From an optimization exercise on the open Yosys and OpenROAD flow, aimed at small area and a short achievable clock period; shortcuts taken in it are not production practice. Where RTL was checked, it was by simulation tests only, not by an equivalence proof against the original. Power is estimated from default activity; no workload was simulated.

Design ss_bridge_top, start of the top module:
module ss_bridge_top #(
	parameter int FIFO_AW = 6
) (
	input  logic        mclk,
	input  logic        ST_ALE,
	input  logic        st_req,
	input  logic        st_we,
	input  logic [7:0]  st_addr,
	input  logic [15:0] st_wdata,
	output logic [15:0] st_rdata,
	output logic        st_rvalid,
	output logic        st_irq,
	input  logic        ss_req,
	input  logic        ss_we,
	input  logic        ss_cs2,
	input  logic [14:1] ss_addr,
	input  logic [15:0] ss_wdata,
	output logic [15:0] ss_rdata,
	output logic        ss_rvalid,
	output logic        ss_irq
);
For scale: about 97 I/O pins.
clock: 4.5 ns
lec_check: 0
cap_margin: 20
core_margin: 2
core_utilization: 60
cts_cluster_diameter: 70
cts_cluster_size: 25
setup_slack_margin: 2.2
slew_margin: 70
synth_hierarchical: 1
synth_minimum_keep_size: 0
tns_end_percent: 20
standard.sh (not shown) runs the stock make flow with config.mk's settings and CLKGATE_MAP_FILE= SYNTH_SCRIPT=/design/flow/synth_recipe.tcl, a recipe that flattens the netlist after the stock synthesis.
==> flow/flow/run.sh <==
#!/bin/bash
# Standard layout (standard synthesis included) with two changes: the port
# buffers are buf_4 cells, and the resizer may change a cell's footprint.
set -euo pipefail
export BUFFER_PORTS_ARGS="-buffer_cell sky130_fd_sc_hd__buf_4"
bash standard.sh MATCH_CELL_FOOTPRINT=0 finish > standard_flow.log 2>&1
==> next run, changes <==
CTS_BUF_LIST = sky130_fd_sc_hd__clkbuf_8 sky130_fd_sc_hd__clkbuf_16   (was default)
SLEW_MARGIN = 50   (was 70)
- worst setup slack improves by 0.29 ns
- first-iteration DRC count rose by 4.4%
- clock power stays flat
- clock-buffer cell count fell by 27
- die area stays the same
- register-to-register slack improves by 0.29 ns
- fmax rose by 12%
- synthesized area is unchanged
- routed wire length rose by 4.1%

* * *

ss_bridge_top again, from the RTL that the note above started with.
Design ss_bridge_top, start of the top module:
module ss_bridge_top #(
	parameter int FIFO_AW = 6
) (
	input  logic        mclk,
	input  logic        ST_ALE,
	input  logic        st_req,
	input  logic        st_we,
	input  logic [7:0]  st_addr,
	input  logic [15:0] st_wdata,
	output logic [15:0] st_rdata,
	output logic        st_rvalid,
	output logic        st_irq,
	input  logic        ss_req,
	input  logic        ss_we,
	input  logic        ss_cs2,
	input  logic [14:1] ss_addr,
	input  logic [15:0] ss_wdata,
	output logic [15:0] ss_rdata,
	output logic        ss_rvalid,
	output logic        ss_irq
);
==> flow/config.mk <==
export PLATFORM = sky130hd
export DESIGN_NAME = ss_bridge_top
export DESIGN_NICKNAME = ss_bridge_top
export VERILOG_FILES = /design/flow/design.v
export SDC_FILE = /design/flow/constraint.sdc
export NUM_CORES = 4
export LEC_CHECK = 0
export CAP_MARGIN = 20
export CORE_MARGIN = 2
export CORE_UTILIZATION = 60
export CTS_CLUSTER_DIAMETER = 75
export CTS_CLUSTER_SIZE = 28
export PLACE_DENSITY = 0.8
export SETUP_SLACK_MARGIN = 2.2
export SLEW_MARGIN = 50
export SYNTH_HIERARCHICAL = 1
export SYNTH_MINIMUM_KEEP_SIZE = 0
export TNS_END_PERCENT = 20
==> flow/constraint.sdc <==
create_clock -name core_clock -period 4.5 [get_ports {mclk}]
set_input_delay 0.9000 -clock core_clock [delete_from_list [all_inputs] [get_ports {mclk}]]
set_output_delay 0.9000 -clock core_clock [all_outputs]
set_load 0.01 [all_outputs]
Scripts as last shown in full above: flow/flow/run.sh
Next try:
CTS_CLUSTER_DIAMETER = 70   (was 75)
CTS_CLUSTER_SIZE = 25   (was 28)
TNS_END_PERCENT = 40   (was 20)
What happened: Via count rose by 1.2%. Global-route usage rose by 0.38 points. Sequential power stays flat. Non-clock buffer count rose by 1. Worst setup slack loses 0.15 ns. Cell count rose by 0.47%. Total power rose by 2.8%. Hold slack gains 0.019 ns. First-iteration DRC count rose by 5.7%. Routed wire length rose by 1.8%.
Next try:
PLACE_DENSITY = not set   (was 0.8)
SETUP_SLACK_MARGIN = 2.3   (was 2.2)
TNS_END_PERCENT = 20   (was 40)
Effect: The new run ran to the end with no violations. Combinational power went up by about 4%. Die area is unchanged. Sequential power is about the same. Non-clock buffer count increases by 46. Worst hold slack degrades by 0.098 ns.
Next try:
CTS_CLUSTER_DIAMETER = not set   (was 70)
CTS_CLUSTER_SIZE = not set   (was 25)
SETUP_SLACK_MARGIN = 2.2   (was 2.3)
=>
- setup slack is better by 0.0054 ns
- non-clock buffer count goes down by 36
- first-iteration DRC count drops by 0.66%
- wire length increases by 0.87%
- global-route usage goes up by 1.6 points
- power is higher by 20%
- synthesized area stays the same
- via count climbs by 0.52%
- die area stays the same
- combinational power fell by about 3%
- flip-flop and latch count does not change
Next try:
CTS_CLUSTER_DIAMETER = 70   (was not set)
CTS_CLUSTER_SIZE = 25   (was not set)
PLACE_DENSITY = 0.8   (was not set)
After rerunning: The new run completed without violations. Global-route usage decreases by 3.6 points. Sequential power is about the same. Utilization decreases by 3.5 points. Power decreases by 18%.

* * *

Setup of build 55:
ss_bridge_top, a different RTL version from the one above (not shown whole).
For scale: about 97 I/O pins, ~0.052 mm^2 of cells after synthesis.
clock: 4.5 ns
lec_check: 0
cap_margin: 20
core_margin: 2
core_utilization: 60
setup_slack_margin: 2.2
slew_margin: 20
synth_hierarchical: 1
synth_minimum_keep_size: 0
tns_end_percent: 5
run.sh (not shown) runs the stock make flow with config.mk's settings and CLKGATE_MAP_FILE= SYNTH_SCRIPT=/design/flow/synth_recipe.tcl, a recipe that flattens the netlist after the stock synthesis.
Stock flow here: none of the scripts above is used.
Edits applied to the flow inputs when going from build 55 to build 32:
- TNS_END_PERCENT now 20, was 5
### Flow results
- Build 32 | stages: all done | timing, DRC, antenna: all pass
- Diff build 55 -> build 32 | global-route usage over all layers | increase of 0.73 points
- Going from build 55 to build 32, routed wire length grew slightly.
- Where maximum vdd drop is concerned, build 55 is better than build 32.
- Between build 32 and build 55, it is build 32 whose ratio of cells with drive above 1 in the final layout is higher, by 1.8 points.
- Build 32 falls short of build 55 in worst setup slack.
- More vias were needed by build 32 than by build 55.
- Diff build 55..build 32 | global routing met3 resource utilization | negligible
- Summary of build 32 over build 55: area after synthesis barely changed; final worst hold slack neither gained nor lost much.
No functional check of the RTL was part of any run of this note.

* * *

ss_bridge_top, a different RTL version from the one above (not shown whole).
Size in the first run: ~3400 cells after synthesis, roughly 52000 µm² of cells after synthesis.
clock: 4.5 ns
lec_check: 0
cap_margin: 20
core_margin: 2
core_utilization: 60
cts_cluster_diameter: 70
cts_cluster_size: 25
place_density: 0.8
setup_slack_margin: 2.2
slew_margin: 50
synth_hierarchical: 1
synth_minimum_keep_size: 0
tns_end_percent: 20
standard.sh (not shown) runs the stock make flow with config.mk's settings and CLKGATE_MAP_FILE= SYNTH_SCRIPT=/design/flow/synth_recipe.tcl, a recipe that flattens the netlist after the stock synthesis.
Scripts as last shown in full above: flow/flow/run.sh
Rerun with:
--- a/flow/config.mk
+++ b/flow/config.mk
@@ -12,3 +12,2 @@
 export CTS_CLUSTER_SIZE = 25
-export PLACE_DENSITY = 0.8
 export SETUP_SLACK_MARGIN = 2.2
The new run completed with no timing, DRC or antenna violations. Sequential share of layout area decreases by 0.37 points. Final cell count stays flat. Synthesized cell count is unchanged. Core utilization rose by 0.42 points. Clock-buffer cell count is lower by 4. Synthesized area is unchanged. Combinational power is higher by about 3%. Wire length goes up by about 5.7%. Die area does not change.
No run of this note included a check of the RTL's function; only the layout flow was run.

* * *

Setup of oak:
ss_bridge_top with an RTL version that a note above also has.
Size: ~3,500 cells after synthesis, ~97 I/O pins.
Settings: LEC_CHECK=0, CAP_MARGIN=20, CORE_MARGIN=2, CORE_UTILIZATION=65, CTS_CLUSTER_DIAMETER=70, CTS_CLUSTER_SIZE=25, SETUP_SLACK_MARGIN=2.2, SLEW_MARGIN=50, SYNTH_HIERARCHICAL=1, SYNTH_MINIMUM_KEEP_SIZE=0, TNS_END_PERCENT=20; clock period 4.5 ns.
Scripts as last shown in full above: flow/flow/run.sh
Input-level comparison between pine and oak:
Settings: CORE_UTILIZATION: 65 -> 60; CTS_BUF_LIST: unset -> sky130_fd_sc_hd__clkbuf_8; CTS_CLUSTER_DIAMETER: 70 -> 50; CTS_CLUSTER_SIZE: 25 -> 16.
==> comparison <==
pine: all stages complete, timing, DRC and antenna checks passed
oak was carried through to the last stage, and its layout satisfied the timing, DRC and antenna checks.
Going from oak to pine, the clock-buffer cell count was found to have gone up by 45.
Clock network fraction of total power in pine vs oak: up 5.1 points
Looking at highest ir drop seen on vdd across oak and pine, the one that comes out higher is pine.
Compared with oak, pine shows a met1 usage that is 0.69 points higher.
Max freq oak -> pine: degraded
Compared with oak, in pine fraction of area in registers down 0.86 points, power moved up.
Switching part of the total power for pine: 1.5 points up relative to oak
Final cycle utilization of the critical path: pine > oak
Taking oak as the reference, in pine placed wire-length estimate after detailed placement shrank by 3.5%; overall track demand over capacity in global routing fell by 0.78 points.
diff inputs: pine => birch
Settings: clearing CTS_BUF_LIST, which used to be sky130_fd_sc_hd__clkbuf_8; swapping 16 for 25 in CTS_CLUSTER_SIZE; swapping 50 for 70 in CTS_CLUSTER_DIAMETER.
Results
- Between birch and pine, core utilization is higher for pine, birch comes in under that.
- birch and pine ended up with roughly the same count of multi-input gates.
- Diff pine -> birch: share of total power consumed by net switching saw a decrease, path length in cells of the critical path saw an increase.
- Looking at worst supply voltage drop on vdd across both flows, birch is the weaker of the two, with pine ahead.
- Relative to pine, the count of clock-buffer cells in the layout measured on birch has decreased by more than a quarter.
## Diff of input files: maple against birch
Settings: SLEW_MARGIN changed from 50 to 20.
## What came out
- In terms of clock tree cell share of total cell area, birch and maple differ only marginally.
- Looking only at area overhead of the layout relative to synthesis, and setting everything else aside, the higher value of birch and maple goes to birch.
- birch and maple ended up with roughly the same total power.
- Share of post-route cells with drive strength above 1: lower on maple
- In the flow results for birch and maple, the total power divided by cell area is smaller on birch.
- Going from birch to maple, count of cells resized by post-cts repair shrinks by about 43%.

## separate check: timing with driven ports
In the flow no input, the clock included, has a driving cell. The finished layouts below were timed again as built, in two steps. Step 1: set_driving_cell puts a clkbuf_16 on mclk and a buf_2 on each other input, an assumption about the parent block. Step 2, shift: input delay + t, output delay - t, t = (earliest + latest rising clock arrival at the registers) / 2. This alone moves slack from input paths to output paths. a / b / c = ideal / step 1 / step 2; a / b = the first two.
run | shift t [ns] | setup slack, ns | hold slack, ns
the first run of note 1 | 0.720 | 1.764 / 1.764 / 1.141 | 0.215 / 0.172 / 0.448
the second run of note 1 | 0.725 | 2.057 / 2.057 / 1.390 | 0.317 / 0.269 / 0.435
the first run of note 2 | 0.746 | 2.077 / 2.077 / 1.381 | 0.227 / 0.176 / 0.425
the second run of note 2 | 0.724 | 1.930 / 1.952 / 1.229 | 0.247 / 0.197 / 0.425
the third run of note 2 | 0.728 | 2.059 / 2.059 / 1.390 | 0.148 / 0.100 / 0.435
the fourth run of note 2 | 0.808 | 2.064 / 2.064 / 1.360 | 0.093 / 0.045 / 0.430
the fifth run of note 2 | 0.721 | 2.052 / 2.052 / 1.372 | 0.253 / 0.203 / 0.429
build 55 | 0.812 | 1.420 / 1.457 / 0.645 | 0.437 / 0.437 / 0.437
build 32 | 0.816 | 1.416 / 1.458 / 0.642 | 0.438 / 0.438 / 0.438
the first run of note 4 | 0.714 | 1.952 / 1.980 / 1.266 | 0.279 / 0.229 / 0.434
the second run of note 4 | 0.734 | 1.953 / 1.992 / 1.259 | 0.267 / 0.222 / 0.430
oak | 0.712 | 2.058 / 2.058 / 1.393 | 0.234 / 0.183 / 0.445
pine | 0.877 | 1.929 / 1.929 / 1.264 | 0.278 / 0.242 / 0.437
birch | 0.727 | 2.060 / 2.060 / 1.380 | 0.328 / 0.280 / 0.435
maple | 0.724 | 1.956 / 1.956 / 1.342 | 0.396 / 0.347 / 0.433
After both steps setup and hold are still met in every run listed. For build 55, which loses most, drivers alone change the setup slack by +0.037 ns; drivers and shift together by -0.775 ns.
